Background: an optimization exercise with open tools, aiming at small area and a short achievable clock period. Do not read the settings as production practice. The RTL was checked by simulation tests, not by an equivalence proof against the original design.

File: run.sh
#!/bin/bash
# synth_recipe.tcl (not shown) runs the flow's synth.tcl, then flattens the netlist and writes it again
# the make line also repeats each setting of config.mk as NAME=value (left out here)
make -C /OpenROAD-flow-scripts/flow DESIGN_CONFIG=/design/flow/config.mk WORK_HOME=/design/flow/orfs CLKGATE_MAP_FILE= SYNTH_SCRIPT=/design/flow/synth_recipe.tcl finish
File: design.v
module varcic_mc #(
  parameter int STAGES    = 5,
  parameter int IN_WIDTH  = 18,
  parameter int OUT_WIDTH = 18,
  parameter int ACC_WIDTH = 48,
  parameter int CHANNELS  = 2
) (
  input  logic                          clock,
  input  logic                          reset,
  input  logic [5:0]                    decimation,
  input  logic [5:0]                    out_shift,
  input  logic                          in_strobe,
  input  logic [CHANNELS*IN_WIDTH-1:0]  in_data,
  output logic                          out_strobe,
  output logic [CHANNELS*OUT_WIDTH-1:0] out_data,
  output logic                          overflow
);
  localparam int W = ACC_WIDTH;
  logic [5:0]   dec_eff;
  logic [5:0]   r_lat;
  logic         r_one;
  logic [5:0]   cnt;
  logic [5:0]   s_cur;
  logic [4:0]   s_lat;
  logic [W-1:0] k_rnd;
  logic [29:0]  s_mask;
  logic         dec_change;
  logic         clr;
  logic         comb_strobe;
  logic [2:0]   flush_cnt;
  logic         flush_done;
  logic         out_en;
  logic [W-1:0] ias [CHANNELS];      
  logic [W-1:0] iac [CHANNELS];      
  logic [W-1:0] ih  [CHANNELS][4];   
  logic [W-1:0] ch  [CHANNELS][5];   
  logic [W-1:0] gs  [CHANNELS];
  logic [W-1:0] gc  [CHANNELS];
  logic [W-1:0] ia_bin [CHANNELS];
  logic [W-1:0] nas [CHANNELS];
  logic [W-1:0] nac [CHANNELS];
  logic [W-1:0] ngs [CHANNELS];
  logic [W-1:0] ngc [CHANNELS];
  logic [W-1:0] c_rnd [CHANNELS];
  logic [OUT_WIDTH-1:0] sat_val [CHANNELS];
  logic [CHANNELS-1:0]  sat_hit;
  logic                          out_strobe_r;
  logic [CHANNELS*OUT_WIDTH-1:0] out_data_r;
  logic                          overflow_r;
  assign dec_eff    = (decimation == 6'd0) ? 6'd1 : decimation;
  assign dec_change = (dec_eff != r_lat);
  assign clr        = reset | dec_change;
  assign s_cur      = (out_shift > 6'd30) ? 6'd30 : out_shift;
  assign flush_done = (flush_cnt == 3'd5);
  assign out_en     = comb_strobe & flush_done & ~clr;
  assign out_strobe = out_strobe_r;
  assign out_data   = out_data_r;
  assign overflow   = overflow_r;
  always_comb begin
    k_rnd = '0;
    if (s_cur != 6'd0) k_rnd[s_cur - 6'd1] = 1'b1;
  end
  function automatic logic [2*W-1:0] csa(input logic [W-1:0] a, input logic [W-1:0] b,
                                         input logic [W-1:0] d, input logic cin);
    logic [W-1:0] s, c;
    s = a ^ b ^ d;
    c = {(a[W-2:0] & b[W-2:0]) | (a[W-2:0] & d[W-2:0]) | (b[W-2:0] & d[W-2:0]), cin};
    csa = {c, s};
  endfunction
  always_comb begin
    for (int k = 0; k < CHANNELS; k++) begin
      logic [W-1:0] x;
      logic [W-1:0] s1, c1, s2, c2, ws, wc, s4, c4, s5, c5, s6, c6;
      logic [W-1:0] p1, q1, vs, vc, t3s, t3c, t4s, t4c, hs, hc, ga, gb;
      logic [W-1:0] u1s, u1c, u2s, u2c;
      x = {{(W - IN_WIDTH){in_data[k*IN_WIDTH + IN_WIDTH - 1]}}, in_data[k*IN_WIDTH +: IN_WIDTH]};
      {c1, s1} = csa(ias[k], iac[k], ~ih[k][2], 1'b1);
      {c2, s2} = csa(s1, c1, {ih[k][1][W-2:0], 1'b0}, 1'b0);
      {wc, ws} = csa(s2, c2, {~ih[k][0][W-2:0], 1'b1}, 1'b1);
      {c4, s4} = csa(ws, wc, {ws[W-3:0], 2'b00}, 1'b0);
      {c5, s5} = csa(s4, c4, {wc[W-3:0], 2'b00}, 1'b0);
      {c6, s6} = csa(s5, c5, ih[k][3], 1'b0);
      {nac[k], nas[k]} = csa(s6, c6, x, 1'b0);
      ia_bin[k] = ias[k] + iac[k];
      {q1, p1}   = csa(ch[k][3], ~ch[k][0], {ch[k][1][W-2:0], 1'b0}, 1'b1);
      {vc, vs}   = csa(p1, q1, {~ch[k][2][W-2:0], 1'b1}, 1'b1);
      {t3c, t3s} = csa(vs, vc, {vs[W-3:0], 2'b00}, 1'b0);
      {t4c, t4s} = csa(t3s, t3c, {vc[W-3:0], 2'b00}, 1'b0);
      {hc, hs}   = csa(t4s, t4c, ~ch[k][4], 1'b1);
      ga = r_one ? x : hs;
      gb = r_one ? '0 : hc;
      {ngc[k], ngs[k]} = csa(ga, gb, k_rnd, 1'b0);
      {u1c, u1s} = csa(ias[k], iac[k], gs[k], 1'b0);
      {u2c, u2s} = csa(u1s, u1c, gc[k], 1'b0);
      c_rnd[k] = u2s + u2c;
    end
  end
  always_comb begin
    s_mask = '0;
    for (int j = 0; j < 30; j++) s_mask[j] = (5'(j) >= s_lat);
  end
  always_comb begin
    for (int k = 0; k < CHANNELS; k++) begin
      logic [W-1:0] sh;
      logic [29:0]  diff;
      logic         same;
      sh = c_rnd[k] >> s_lat;
      for (int j = 0; j < 30; j++) diff[j] = c_rnd[k][j+17] ^ c_rnd[k][j+18];
      same = ~|(diff & s_mask);
      sat_hit[k] = ~same;
      sat_val[k] = same ? sh[OUT_WIDTH-1:0] : {c_rnd[k][W-1], {(OUT_WIDTH-1){~c_rnd[k][W-1]}}};
    end
  end
  always_ff @(posedge clock) begin
    s_lat       <= s_cur[4:0];
    r_lat       <= dec_eff;
    r_one       <= (dec_eff == 6'd1);
    comb_strobe <= 1'b0;
    if (clr) begin
      cnt <= 6'd0;
    end else if (in_strobe) begin
      if (cnt == r_lat - 6'd1) begin
        cnt         <= 6'd0;
        comb_strobe <= 1'b1;
      end else begin
        cnt <= cnt + 6'd1;
      end
    end
    if (clr) begin
      flush_cnt <= 3'd0;
    end else if (comb_strobe && !flush_done) begin
      flush_cnt <= flush_cnt + 3'd1;
    end
    out_strobe_r <= out_en;
    if (reset) begin
      out_data_r <= '0;
      overflow_r <= 1'b0;
    end else if (out_en) begin
      for (int k = 0; k < CHANNELS; k++) begin
        out_data_r[k*OUT_WIDTH +: OUT_WIDTH] <= sat_val[k];
      end
      if (|sat_hit) overflow_r <= 1'b1;
    end
  end
  always_ff @(posedge clock) begin
    for (int k = 0; k < CHANNELS; k++) begin
      gs[k] <= ngs[k];
      gc[k] <= ngc[k];
      if (in_strobe) begin
        ias[k]   <= r_one ? '0 : nas[k];
        iac[k]   <= r_one ? '0 : nac[k];
        ih[k][0] <= ia_bin[k];
        for (int i = 1; i < 4; i++) ih[k][i] <= ih[k][i-1];
      end
      if (comb_strobe) begin
        ch[k][0] <= ia_bin[k];
        for (int i = 1; i < 5; i++) ch[k][i] <= ch[k][i-1];
      end
    end
  end
endmodule
File: config.mk
export PLATFORM = sky130hd
export DESIGN_NAME = varcic_mc
export DESIGN_NICKNAME = varcic_mc
export VERILOG_FILES = /design/flow/design.v
export SDC_FILE = /design/flow/constraint.sdc
export NUM_CORES = 4
export LEC_CHECK = 0
export CAP_MARGIN = 20
export CORE_MARGIN = 2
export CORE_UTILIZATION = 40
export SETUP_SLACK_MARGIN = 5
export SLEW_MARGIN = 20
File: constraint.sdc
create_clock -name core_clock -period 16.0 [get_ports {clock}]
set_input_delay 3.2000 -clock core_clock [delete_from_list [all_inputs] [get_ports {clock}]]
set_output_delay 3.2000 -clock core_clock [all_outputs]
set_load 0.01 [all_outputs]
==> run_results.csv, run 1 <==
group,metric,value,unit
die,core_area,0.222,sq mm
cts,cts-hold-fix-buffers,0,
worst_setup_path,worst-path-buf-inv,3,
die,rows,173,
cts,numCtsBuffers,154,
layout,layout-drive-gt1-share,0.0567,
worst_setup_path,cp_top_family,"simple AND/OR/NAND/NOR gates",
synth,synth_area,0.0894,sq mm
routing,routedWlPerCell,21.9,um
worst_setup_path,cpPeakStageDelay,0.78,ns
synth,synth_cell_types,106,
place,io_buffers,88,
cts,cts_sinks,1304,
worst_setup_path,cp_slowest_cell,"nor2_1",
hold_path,hp-class,"reg2reg",
synth,async_reset_ff_frac,0,
run,drv.max_cap_violation_count,0,
cts,insertion_delay,0.84,ns
timing,timing.hold.ws,0.405,ns
synth,seq_area_frac_synth,0.410,
place,dp_hpwl,179000,um
cts,clk_root_buffer_cell,"clkbuf_16",
routing,routed_wl,223000,um
synth,ys_seq_elements,1304,
cts,cts_tree,"yes",
synth,synth_edf_count,1054,
die,start_util,0.402,
routing,drtIter0Drc,4393,
routing,dr_total_vias,51777,
timing,hold_viol,0,
timing,finClkSkew,0.0490,ns
timing,setup_tns,0,ns
timing,max-slew-margin-rel,0.212,
worst_setup_path,cp-start-kind,"input pin",
cts,cts_resized,0,
cts,clockBufferDepth,3,
layout,area_growth_syn_to_layout,10.7,%
synth,syn_avg_cell_area,12.8,sq um
synth,synth-main-ff-cell,"edfxtp_1",
cts,htree_num_levels,4,
global_routing,grt_max_degree,174,
worst_setup_path,crit_fanout,6,
layout,nNetsFinal,8725,
die,die_height,477,um
cts,cts_setup_buffers,0,
outcome,outcome,"no timing/DRC/antenna violations",
die,die_x,477,um
worst_setup_path,path_cells,"clkdlybuf4s50_1 -> nand4_1 -> and3b_1 -> inv_1 -> ha_1 -> xor2_1 -> nor2_1 -> nand4_1 -> a21boi_0 -> nand2_1 -> nor2_1 -> nand2_1 -> fa_1 -> inv_1",
routing,remaining_drc_errors,0,
layout,n_fill_cell,20200,
die,dieArea,0.227,sq mm
synth,ys.warnings.count,14,
place,gp_congestion,0.938,
worst_setup_path,crit_path_end_kind,"flop",
global_routing,grt_pass1_wl,347000,um
routing,drtPass1Iterations,7,
die,ios,89,
worst_setup_path,arrival,7.78,ns
synth,syn_inst,6985,
global_routing,overflow,0,
cts,clkTransAtPathRegs,0.06,ns
routing,via_per_inst,5.08,
worst_setup_path,worstSetupPathType,"in2reg",
timing,final.min_clock_period,7.07,ns
timing,final-setup-viol-count,0,
timing,finalCritPeriodShare,0.442,
timing,achievable-frequency,141,MHz
timing,drv_slew,0,
global_routing,groute.usage.overall,0.202,
global_routing,antenna_found_initial,6,
worst_setup_path,required,16.71,ns
routing,ant_nets,0,
timing,tightest_slew,1.18,ns
timing,grt_setup_unrepaired,"no",
global_routing,grt_pass1_vias,55688,
-- cell families after synthesis --
kind of cell             synth area share
adder cells (fa/ha/maj)             0.337
buffers and inverters              0.0635
flip-flops                          0.410
AND/OR/NAND/NOR                    0.0638
AO/OA/AOI/OAI                      0.0711
XOR/XNOR                           0.0283
multiplexers                       0.0264
other                           0.0000840
-- Yosys cell counts, drive strengths merged (55+ instances only) --
master / count / area (sq um)
fa: 1366 / 27300
xnor2: 184 / 1620
dfxtp: 250 / 5000
mux2i: 147 / 1470
a21oi: 323 / 1640
o21ai: 164 / 828
inv: 1300 / 4880
xor2: 93 / 822
nor2b: 226 / 1410
ha: 219 / 2740
nand3: 56 / 280
nand2: 310 / 1170
nor3: 55 / 285
buf: 56 / 272
edfxtp: 1054 / 31700
a21o: 110 / 826
nor2: 265 / 995
clkbuf: 139 / 522
-- metrics by stage --
stage               setup WS (ns)   util  std cells  instance area, sq um
floorplan                    8.62      -       6999                 89400
global placement             8.50  0.421       9908                 93600
detailed placement           8.31  0.421       9908                 93600
CTS                          9.24  0.445      10187                 98900
global route                 8.80  0.445      10190                 98900
finish                       8.93  0.445      10191                 98900
-- area by class of cell --
class	count	area, sq um	area share
multi-input cells	4198	47100	0.476
clock inverters	97	1280	0.0130
repair buffers	129	1210	0.0123
well taps	2975	3720	0.0376
flip-flops and latches	1304	36700	0.371
diodes	4	10.0	0.000101
clock buffers	182	4000	0.0404
inverters	1302	4890	0.0494
-- cells in the final DEF, fill, tap and decap left out, types with 35 or more instances in the layout --
| master | n |
|---|---|
| edfxtp_1 | 1054 |
| and2_1 | 35 |
| clkdlybuf4s50_1 | 85 |
| nor2_1 | 264 |
| dfxtp_1 | 243 |
| clkbuf_16 | 154 |
| fa_1 | 1366 |
| nor2b_1 | 226 |
| nor3_1 | 53 |
| nand4_1 | 52 |
| nand2_1 | 309 |
| ha_1 | 219 |
| xnor2_1 | 183 |
| mux2i_1 | 147 |
| buf_4 | 38 |
| o21ai_0 | 150 |
| nand3_1 | 56 |
| inv_1 | 1298 |
| a21oi_1 | 320 |
| xor2_1 | 92 |
| a211oi_1 | 50 |
| a21o_1 | 110 |
-- state kept, by name, indices dropped and copies added, names as in the netlist --
register,cells
iac,94
r_lat,6
s_lat,5
flush_cnt,3
out_data_r,36
r_one,1
gs,96
overflow_r,1
cnt,6
comb_strobe,1
ch,480
ias,96
out_strobe_r,1
ih,384
gc,94
-- final timing paths --
check	startpoint	end	slack [ns]	depth (start not counted)
setup / recovery	out_shift[3]	gs[1][2]$_DFF_P_	8.93	14
hold / removal	ih[0][47]$_DFFE_PP_	ih[1][47]$_DFFE_PP_	0.41	0
setup reg to reg	ias[0][10]$_SDFFCE_PP0P_	out_data_r[3]$_SDFFE_PP0P_	9.02	18
hold reg to reg	ih[0][47]$_DFFE_PP_	ih[1][47]$_DFFE_PP_	0.41	0
-- layer usage --
metal | GRT usage | wire length (um) | up-vias
met4 | 0.0656 | 7370 | 0
li1 | - | - | 23224
met1 | 0.276 | 95500 | 26851
met5 | 0 | 0 | -
met3 | 0.0296 | 11000 | 309
met2 | 0.331 | 109000 | 1393
==> inputs of run 2 (changes only) <==
==> flow/run.sh (new file) <==
#!/bin/bash
set -euo pipefail
export SETUP_SLACK_MARGIN=12
bash standard.sh > standard_flow.log 2>&1
==> standard.sh (new file) <==
#!/bin/bash
# synth_recipe.tcl (not shown) runs the flow's synth.tcl, then flattens the netlist and writes it again
# the make line also repeats each setting of config.mk as NAME=value (left out here)
make -C /OpenROAD-flow-scripts/flow DESIGN_CONFIG=/design/flow/config.mk WORK_HOME=/design/flow/orfs CLKGATE_MAP_FILE= SYNTH_SCRIPT=/design/flow/synth_recipe.tcl "${@:-finish}"
--- a/config.mk
+++ b/config.mk
@@ -8,5 +8,4 @@
 export CAP_MARGIN = 20
 export CORE_MARGIN = 2
-export CORE_UTILIZATION = 40
-export SETUP_SLACK_MARGIN = 5
+export CORE_UTILIZATION = 60
 export SLEW_MARGIN = 20
removed: run.sh
==> run_results.csv, run 2 <==
group,metric,value,unit
outcome,outcome,"no timing/DRC/antenna violations",
cts,cts_sinks,1304,
layout,final_cells,9529,
timing,finalCritPeriodShare,0.348,
synth,syn_avg_cell_area,12.8,sq um
cts,clkTransAtPathRegs,0.06,ns
worst_setup_path,rr_startpoint,"iac[1][2]$_SDFFCE_PP0P_",
timing,setup_tns,0,ns
synth,async_reset_ff_frac,0,
cts,clockBufferDepth,3,
layout,nNetsFinal,9111,
die,die_x,390,um
layout,mostFrequentLayoutCell,"inv_1",
routing,routedWlPerCell,24.1,um
timing,drv_slew,0,
layout,largest_register_ffs,480,
synth,yosys.area.top_type_share,0.354,
global_routing,grt_pass1_wl,353000,um
synth,yosysMostFrequentCell,"fa_1",
timing,tightest_slew,1.13,ns
worst_setup_path,startpoint,"iac[1][2]$_SDFFCE_PP0P_",
routing,routed_wl,230000,um
layout,fin_util,0.713,
routing,remaining_drc_errors,0,
hold_path,hp-class,"reg2reg",
global_routing,overflow,0,
die,dieArea,0.152,sq mm
die,core_area,0.148,sq mm
die,rows,141,
timing,finClkSkew,0.0340,ns
global_routing,antenna_found_initial,3,
synth,syn_inst,6985,
layout,largestRegisters,"ch: 480 flops, ih: 384 flops",
cts,numCtsBuffers,149,
worst_setup_path,worstSetupPathType,"reg2reg",
timing,achievable-frequency,180,MHz
hold_path,hp-start,"ch[2][47]$_DFFE_PP_",
place,io_buffers,88,
routing,drtIter0Drc,4274,
run,drv.max_cap_violation_count,0,
cts,insertion_delay,0.80,ns
die,start_util,0.605,
place,dp.cells,8863,
layout,layout-drive-gt1-share,0.225,
timing,max-slew-margin-rel,0.242,
synth,synthTopCellsByCount,"fa_1, inv_1, edfxtp_1",
routing,dr_total_vias,54166,
synth,synth_edf_count,1054,
synth,ys_top_cells_by_area,"edfxtp_1, fa_1, dfxtp_1",
die,die_height,390,um
place,gp_congestion,1.06,
routing,via_per_inst,5.68,
timing,final-setup-viol-count,0,
synth,synth_top_area_cell,"edfxtp_1",
layout,final_cell_mix,"inv_1, edfxtp_1, fa_1, fa_2, nand2_1",
worst_setup_path,cp-start-kind,"flop",
cts,htree_num_levels,4,
layout,area_growth_syn_to_layout,17.9,%
die,ios,89,
worst_setup_path,required,16.68,ns
routing,ant_nets,0,
synth,ys.warnings.count,14,
global_routing,grt_max_degree,80,
worst_setup_path,crit_path_end_kind,"flop",
synth,ys_seq_elements,1304,
synth,synth_cell_types,106,
worst_setup_path,crit_fanout,15,
layout,multi_input_area,0.0511,sq mm
cts,cts_tree,"yes",
timing,hold_viol,0,
synth,seq_area_frac_synth,0.410,
timing,grt_setup_unrepaired,"yes",
synth,synth_area,0.0894,sq mm
layout,top_register,"ch",
place,dp_hpwl,172000,um
global_routing,groute.usage.overall,0.312,
cts,clk_root_buffer_cell,"clkbuf_16",
synth,synth-main-ff-cell,"edfxtp_1",
routing,drtPass1Iterations,6,
layout,n_fill_cell,10127,
timing,final.min_clock_period,5.57,ns
layout,layout.area.seq,0.0368,sq mm
cts,cts-hold-fix-buffers,0,
global_routing,grt_pass1_vias,58079,
worst_setup_path,arrival,6.25,ns
timing,timing.hold.ws,0.414,ns
run 2: cell count changes in the layout (fill, tap and decap cells not counted), sizes merged, moves of 3 or more:
| cell | change |
|---|---|
| buf | +427 |
| clkdlybuf4s50 | -50 |
| clkbuf | +28 |
| clkinv | -20 |
| bufinv | -15 |
| bufbuf | +6 |
| diode | -3 |
run 2: final timing paths:
kind	end	slack [ns]	cells after the start
worst max-delay path	out_data_r[35]$_SDFFE_PP0P_	10.43	20
worst max register to register	out_data_r[35]$_SDFFE_PP0P_	10.43	20
worst min-delay path	ch[3][47]$_DFFE_PP_	0.41	0
worst min register to register	ch[3][47]$_DFFE_PP_	0.41	0
run 2: final cells by class:
class                      instances  area share
antenna                            1   0.0000237
clock buffer                     210      0.0398
clock inverter                    64     0.00591
inverter                        1302      0.0471
multi-input combinational       4203       0.485
sequential                      1304       0.349
tap                             1930      0.0229
timing repair buffer             515      0.0496
run 2: per-stage QoR:
step	setup slack (ns)	instance area (sq um)
detailed placement	9.09	92700
floorplan	10.42	90000
finish	10.43	105000
CTS	10.59	103000
global placement	9.15	92700
global route	10.20	105000
run 2: critical path, stage by stage (launching register included):
cell and delay (ns):
edfxtp_1 0.42, fa_1 0.52, fa_1 0.58, ha_4 0.16, inv_2 0.04, fa_2 0.33
nand2b_4 0.16, a21oi_4 0.26, o2111ai_4 0.21, a31o_4 0.33, and3b_2 0.28, xnor2_4 0.18
buf_6 0.13, xor2_1 0.13, a222oi_1 0.42, nand4_1 0.23, a2111oi_4 0.37, and2_4 0.24
buf_12 0.12, nand2_8 0.11, o211a_1 0.24
run 2: kinds of logic (layout without fill, tap and decap cells):
group                    count (synthesis)  count (layout)  synth area share
adder cells (fa/ha/maj)               1585            1585             0.337
other                                    2              17         0.0000840
AND/OR/NAND/NOR                       1150            1154            0.0638
AO/OA/AOI/OAI                          965             966            0.0711
flip-flops                            1304            1304             0.410
multiplexers                           201             201            0.0264
XOR/XNOR                               281             281            0.0283
buffers and inverters                 1497            2091            0.0635
run 2: what timing repair did:
action | in CTS | in global routing
endpoints found under the setup margin | 997 | 589
setup buffers | 279 | 99
pin swaps | 245 | 177
gates cloned | 13 | 0
resized for setup | 1124 | 344
run 2: layer usage:
metal	GRT usage	wire (um)
met5	0	13
met4	0.115	9230
met3	0.0471	13000
met2	0.499	111000
met1	0.440	95900
==> inputs of run 3 (changes only) <==
==> flow/run.sh (replaced) <==
#!/bin/bash
set -euo pipefail
export SETUP_SLACK_MARGIN=11
bash standard.sh > standard_flow.log 2>&1
--- a/config.mk
+++ b/config.mk
@@ -9,3 +9,4 @@
 export CORE_MARGIN = 2
 export CORE_UTILIZATION = 60
+export CTS_BUF_LIST = sky130_fd_sc_hd__clkbuf_8
 export SLEW_MARGIN = 20
==> run_results.csv, run 3 <==
group,metric,value,unit
layout,n_fill_cell,10791,
layout,area_growth_syn_to_layout,12.4,%
layout,final_cells,9494,
timing,max-slew-margin-rel,0.311,
global_routing,grt_pass1_wl,340000,um
cts,cts_tree,"yes",
layout,final_cell_mix,"fa_1, inv_1, edfxtp_1, a21oi_1, nand2_1",
routing,drtPass1Iterations,9,
cts,clk_root_buffer_cell,"clkbuf_8",
die,die_x,390,um
layout,layout-drive-gt1-share,0.127,
timing,hold_viol,0,
place,dp_slack,8.85,ns
routing,routed_wl,219000,um
die,ios,89,
global_routing,grt_max_degree,149,
synth,yosysMostFrequentCell,"fa_1",
timing,tightest_slew,1.02,ns
cts,numCtsBuffers,226,
worst_setup_path,crit_path_end_kind,"flop",
timing,achievable-frequency,179,MHz
timing,final.min_clock_period,5.58,ns
outcome,outcome,"no timing/DRC/antenna violations",
timing,drv_slew,0,
routing,via_per_inst,5.64,
cts,cts_sinks,1304,
die,dieArea,0.152,sq mm
routing,routedWlPerCell,23.0,um
synth,yosys.area.top_type_share,0.354,
synth,synth_area,0.0894,sq mm
global_routing,overflow,0,
synth,syn_avg_cell_area,12.8,sq um
layout,mostFrequentLayoutCell,"fa_1",
die,start_util,0.605,
cts,clkTransAtPathRegs,0.06,ns
cts,insertion_delay,0.99,ns
layout,top_register,"ch",
layout,nNetsFinal,8994,
synth,synth_edf_count,1054,
timing,finClkSkew,0.0749,ns
synth,ys.warnings.count,14,
die,rows,141,
layout,multi_input_area,0.0492,sq mm
die,core_area,0.148,sq mm
global_routing,antenna_found_initial,7,
layout,largestRegisters,"ch: 480 flops, ih: 384 flops",
synth,seq_area_frac_synth,0.410,
synth,async_reset_ff_frac,0,
routing,dr_total_vias,53525,
place,dp_hpwl,169000,um
worst_setup_path,cp-start-kind,"flop",
layout,largest_register_ffs,480,
synth,syn_inst,6985,
global_routing,groute.usage.overall,0.299,
hold_path,hp-class,"reg2reg",
worst_setup_path,arrival,6.41,ns
routing,drtIter0Drc,4607,
worst_setup_path,required,16.83,ns
place,dp.cells,8861,
cts,clockBufferDepth,3,
synth,synthTopCellsByCount,"fa_1, inv_1, edfxtp_1",
place,io_buffers,88,
synth,ys_seq_elements,1304,
routing,ant_nets,0,
run,drv.max_cap_violation_count,0,
timing,finalCritPeriodShare,0.349,
cts,htree_num_levels,4,
die,die_height,390,um
synth,synth_cell_types,106,
timing,final-setup-viol-count,0,
timing,setup_tns,0,ns
worst_setup_path,crit_fanout,12,
routing,remaining_drc_errors,0,
global_routing,grt_pass1_vias,56938,
timing,grt_setup_unrepaired,"yes",
place,gp_congestion,1.01,
synth,synth_top_area_cell,"edfxtp_1",
timing,setup_ws,10.42,ns
layout,layout.area.seq,0.0367,sq mm
worst_setup_path,worstSetupPathType,"reg2reg",
synth,synth-main-ff-cell,"edfxtp_1",
synth,ys_top_cells_by_area,"edfxtp_1, fa_1, dfxtp_1",
## run 3: stage by stage
stage / hold WS, ns / util / cell area [sq um]
after floorplan: 0.400 / - / 89700
after global placement: 0.401 / 0.625 / 92400
after detailed placement: 0.405 / 0.625 / 92400
after CTS: 0.419 / 0.673 / 99600
after global routing: 0.427 / 0.679 / 100000
final: 0.417 / 0.680 / 100000
## run 3: final cells by class
class                      count  share of cell area
clock inverter               187              0.0108
tap                         1930              0.0240
sequential                  1304               0.365
inverter                    1302              0.0488
antenna                        8            0.000199
multi-input combinational   4202               0.490
timing repair buffer         322              0.0282
clock buffer                 239              0.0327
## run 3: what timing repair did
| item | 4_1_cts | 5_1_grt |
|---|---|---|
| setup buffers | 155 | 39 |
| pin swaps | 110 | 72 |
| endpoints found under the setup margin | 308 | 227 |
| resized for setup | 366 | 132 |
| hold buffers | 0 | 0 |
| gates cloned | 4 | 1 |
## run 3: routing by layer
layer | global-route usage | vias to the layer above | wire (um)
li1 | - | 23830 | -
met1 | 0.426 | 27522 | 91900
met2 | 0.473 | 1763 | 104000
met3 | 0.0487 | 408 | 14100
met4 | 0.108 | 2 | 8800
met5 | 0 | - | 13
## run 3: cells by family after synthesis
logic type | after synthesis | share of synthesized area
adders and majority gates | 1585 | 0.337
buffers and inverters | 1497 | 0.0635
DFF | 1304 | 0.410
and+or+nand+nor | 1150 | 0.0638
AOI/OAI and AO/OA | 965 | 0.0711
xor gates and xnor gates | 281 | 0.0283
muxes | 201 | 0.0264
other | 2 | 0.0000840
## run 3: worst max-delay path, stage by stage (launching register included)
cell	delay [ns]
edfxtp_1	0.54
fa_1	0.59
fa_1	0.42
ha_2	0.49
nand4_1	0.18
nor3_1	0.37
o21ai_0	0.20
a31o_4	0.27
and3b_2	0.28
xnor2_4	0.19
buf_4	0.16
xor2_1	0.14
a222oi_1	0.42
nand4_1	0.22
a2111oi_4	0.27
buf_4	0.21
and2_4	0.21
or3_4	0.19
o211ai_1	0.09
## run 3: final timing paths
check	start	endpoint	slack, ns	cells after the start
hold / removal	ch[1][47]$_DFFE_PP_	ch[2][47]$_DFFE_PP_	0.42	0
setup reg to reg	ias[1][29]$_SDFFCE_PP0P_	out_data_r[20]$_SDFFE_PP0P_	10.42	18
setup / recovery	ias[1][29]$_SDFFCE_PP0P_	out_data_r[20]$_SDFFE_PP0P_	10.42	18
hold reg to reg	ch[1][47]$_DFFE_PP_	ch[2][47]$_DFFE_PP_	0.42	0
==> inputs of run 4 (changes only) <==
--- a/config.mk
+++ b/config.mk
@@ -8,5 +8,4 @@
 export CAP_MARGIN = 20
 export CORE_MARGIN = 2
-export CORE_UTILIZATION = 60
-export CTS_BUF_LIST = sky130_fd_sc_hd__clkbuf_8
+export CORE_UTILIZATION = 40
 export SLEW_MARGIN = 20
==> run_results.csv, run 4 <==
group,metric,value,unit
synth,syn_inst,6985,
synth,ys_top_cells_by_area,"edfxtp_1, fa_1, dfxtp_1",
cts,htree_num_levels,4,
routing,drtPass1Iterations,6,
cts,clkTransAtPathRegs,0.06,ns
synth,async_reset_ff_frac,0,
die,start_util,0.402,
routing,dr_total_vias,52214,
cts,clk_root_buffer_cell,"clkbuf_16",
worst_setup_path,cp_slowest_cell,"fa_1",
hold_path,hp-class,"reg2reg",
die,ios,89,
timing,max-slew-margin-rel,0.276,
place,dp_hpwl,170000,um
synth,yosysMostFrequentCell,"fa_1",
worst_setup_path,cp-start-kind,"flop",
timing,hold_viol,0,
hold_path,hp-start,"ch[7][47]$_DFFE_PP_",
routing,via_per_inst,5.03,
routing,routedWlPerCell,20.8,um
synth,synthSimpleGateAreaFrac,0.0638,
timing,achievable-frequency,184,MHz
worst_setup_path,required,16.71,ns
synth,synth_compound_area_frac,0.0711,
timing,finalCritPeriodShare,0.339,
global_routing,antenna_found_initial,11,
worst_setup_path,worstSetupPathType,"reg2reg",
timing,final.min_clock_period,5.42,ns
worst_setup_path,worst-path-buf-inv,3,
die,rows,173,
layout,final_area,0.102,sq mm
die,die_x,477,um
routing,ant_nets,0,
cts,cts_tree,"yes",
synth,ys_seq_elements,1304,
cts,insertion_delay,0.84,ns
place,placed_area,0.0937,sq mm
synth,yosys.area.top_type_share,0.354,
synth,synth_top_area_cell,"edfxtp_1",
worst_setup_path,cpPeakStageDelay,0.54,ns
worst_setup_path,rr_startpoint,"ias[0][5]$_SDFFCE_PP0P_",
global_routing,grt_pass1_wl,339000,um
run,drv.max_cap_violation_count,0,
synth,synth_cell_types,106,
layout,area_growth_syn_to_layout,14.6,%
global_routing,overflow,0,
timing,setup_tns,0,ns
synth,synthTopCellsByCount,"fa_1, inv_1, edfxtp_1",
synth,synth_xor_area_frac,0.0283,
hold_path,hold_depth,0,
synth,seq_area_frac_synth,0.410,
die,core_area,0.222,sq mm
routing,drtIter0Drc,4190,
die,dieArea,0.227,sq mm
global_routing,grt_pass1_vias,56338,
layout,n_fill_cell,19913,
place,dp.cells,9902,
worst_setup_path,path_cells,"fa_1 -> inv_1 -> fa_1 -> inv_2 -> ha_4 -> o211ai_1 -> a21oi_4 -> o211ai_1 -> a211oi_2 -> buf_4 -> or2_4 -> a21o_1 -> xor3_1 -> or3_1 -> a31oi_2 -> and4b_2 -> nand2_4 -> a311o_1 -> a22o_1",
timing,grt_setup_unrepaired,"yes",
worst_setup_path,r2r_cells,19,
routing,remaining_drc_errors,0,
synth,synth_area,0.0894,sq mm
timing,final-setup-viol-count,0,
timing,finClkSkew,0.0502,ns
synth,syn_avg_cell_area,12.8,sq um
layout,mostFrequentLayoutCell,"fa_1",
synth,synth_top_family_by_area,"adder cells",
synth,synthAdderAreaFrac,0.337,
timing,tightest_slew,1.08,ns
worst_setup_path,crit_fanout,8,
layout,largestRegisters,"ch: 480 flops, ih: 384 flops",
hold_path,worstHoldEndpoint,"ch[8][47]$_DFFE_PP_",
worst_setup_path,r2r_slack,10.58,ns
layout,top_register,"ch",
synth,synth_edf_count,1054,
worst_setup_path,timing.rr.end,"out_data_r[3]$_SDFFE_PP0P_",
routing,routed_wl,216000,um
cts,numCtsBuffers,154,
layout,layout-drive-gt1-share,0.124,
worst_setup_path,arrival,6.13,ns
outcome,outcome,"no timing/DRC/antenna violations",
place,gp_congestion,0.922,
place,io_buffers,88,
cts,cts_sinks,1304,
synth,ys.warnings.count,14,
layout,final_cells,10389,
layout,final_cell_mix,"fa_1, inv_1, edfxtp_1, nand2_1, a21oi_1",
cts,clockBufferDepth,3,
synth,synth-main-ff-cell,"edfxtp_1",
worst_setup_path,cp_top_family,"compound AO/OA/AOI/OAI gates",
layout,largest_register_ffs,480,
layout,nNetsFinal,8912,
die,die_height,477,um
global_routing,grt_max_degree,166,
synth,synth_mux_area_frac,0.0264,
worst_setup_path,crit_path_end_kind,"flop",
global_routing,groute.usage.overall,0.195,
timing,drv_slew,0,
==> run 4: cell types whose count changed in the layout (fill, tap and decap cells not counted), moves of 6 or more <==
cell       previous run  this run
clkbuf_8            239        13
buf_6                20         9
a21oi_2              14        24
clkbuf_16             1       157
clkinv_1             66        22
clkbuf_1              0        35
inv_1              1357      1291
inv_12                6         0
ha_1                170       160
a21oi_1             299       291
o21ai_2               4        10
clkinv_2             34        26
ha_2                 16        31
==> run 4: metal layers <==
metal,GRT usage,share of wire,vias up
li1,-,-,23598
met1,0.272,0.44,27144
met2,0.317,0.49,1201
met3,0.0290,0.048,271
met4,0.0584,0.027,0
met5,0,0,-
==> run 4: how the worst max path moves through the flow <==
stage	startpoint	depth (start not counted)	end	slack (ns)
6_report	ias[0][5]$_SDFFCE_PP0P_	19	out_data_r[3]$_SDFFE_PP0P_	10.58
5_1_grt	ias[1][2]$_SDFFCE_PP0P_	19	overflow_r$_SDFFE_PP0P_	10.42
4_1_cts	ias[0][42]$_SDFFCE_PP0P_	14	out_data_r[16]$_SDFFE_PP0P_	10.61
3_5_place_dp	out_shift[1]	11	gs[1][16]$_DFF_P_	8.60
3_3_place_gp	out_shift[1]	11	gs[1][16]$_DFF_P_	8.63
2_1_floorplan	out_shift[1]	15	gs[1][20]$_DFF_P_	10.42
==> run 4: area by class of cell <==
cell class | instances | area, sq um | area share
diodes | 6 | 15.0 | 0.000147
well taps | 2975 | 3720 | 0.0363
repair buffers | 309 | 2670 | 0.0261
multi-input cells | 4205 | 49400 | 0.482
clock buffers | 208 | 4260 | 0.0416
inverters | 1302 | 4900 | 0.0479
clock inverters | 80 | 845 | 0.00824
flip-flops and latches | 1304 | 36700 | 0.358
==> run 4: kinds of logic (layout without fill, tap and decap cells) <==
kind of cell / Yosys count / count (layout)
AOI/OAI and AO/OA: 965 / 966
adders and majority gates: 1585 / 1585
muxes: 201 / 201
other: 2 / 22
xor gates and xnor gates: 281 / 281
DFF: 1304 / 1304
buffers and inverters: 1497 / 1899
and+or+nand+nor: 1150 / 1156
==> run 4: repair_timing <==
item / in CTS / in global routing
cloned: 7 / 0
gates resized for setup: 382 / 138
setup endpoints to repair: 233 / 144
hold endpoints to repair: 0 / 0
buffers inserted: 134 / 52
pin swaps: 105 / 109
hold buffers: 0 / 0
==> run 4: through the flow <==
stage,utilization,hold WS (ns),worst slack (ns)
global route,0.461,0.427,10.42
CTS,0.456,0.424,10.61
global placement,0.422,0.405,8.63
finish,0.461,0.420,10.58
detailed placement,0.422,0.407,8.60
floorplan,-,0.400,10.42

## separate check: timing with driven ports
How much do the figures lean on ideal ports? The routed layouts below were timed once more, with nothing changed but the port constraints. Step 1: set_driving_cell puts a clkbuf_16 on clock and a buf_2 on each other input, an assumption about the parent block. Step 2 times the ports against the registers' clock, not the clock port: input delays grow and output delays shrink by t, the midpoint of the rising clock arrivals with the driver on. a / b / c = ideal / step 1 / step 2; a / b = the first two.
run | t (ns) | slack for setup (ns) | worst setup path after step 2 | worst register clock-pin slew, ns
run 1 | 0.903 | 8.929 / 8.994 / 8.091 | input to register | 0.07 / 0.07
run 2 | 0.859 | 10.433 / 10.433 / 9.860 | input to register | 0.07 / 0.07
run 3 | 1.026 | 10.421 / 10.421 / 9.693 | input to register | 0.09 / 0.09
run 4 | 0.899 | 10.578 / 10.578 / 9.774 | input to register | 0.07 / 0.07
After both steps setup and hold are still met in every run listed. For run 1, which loses most, drivers alone change the setup slack by +0.065 ns; drivers and shift together by -0.838 ns.
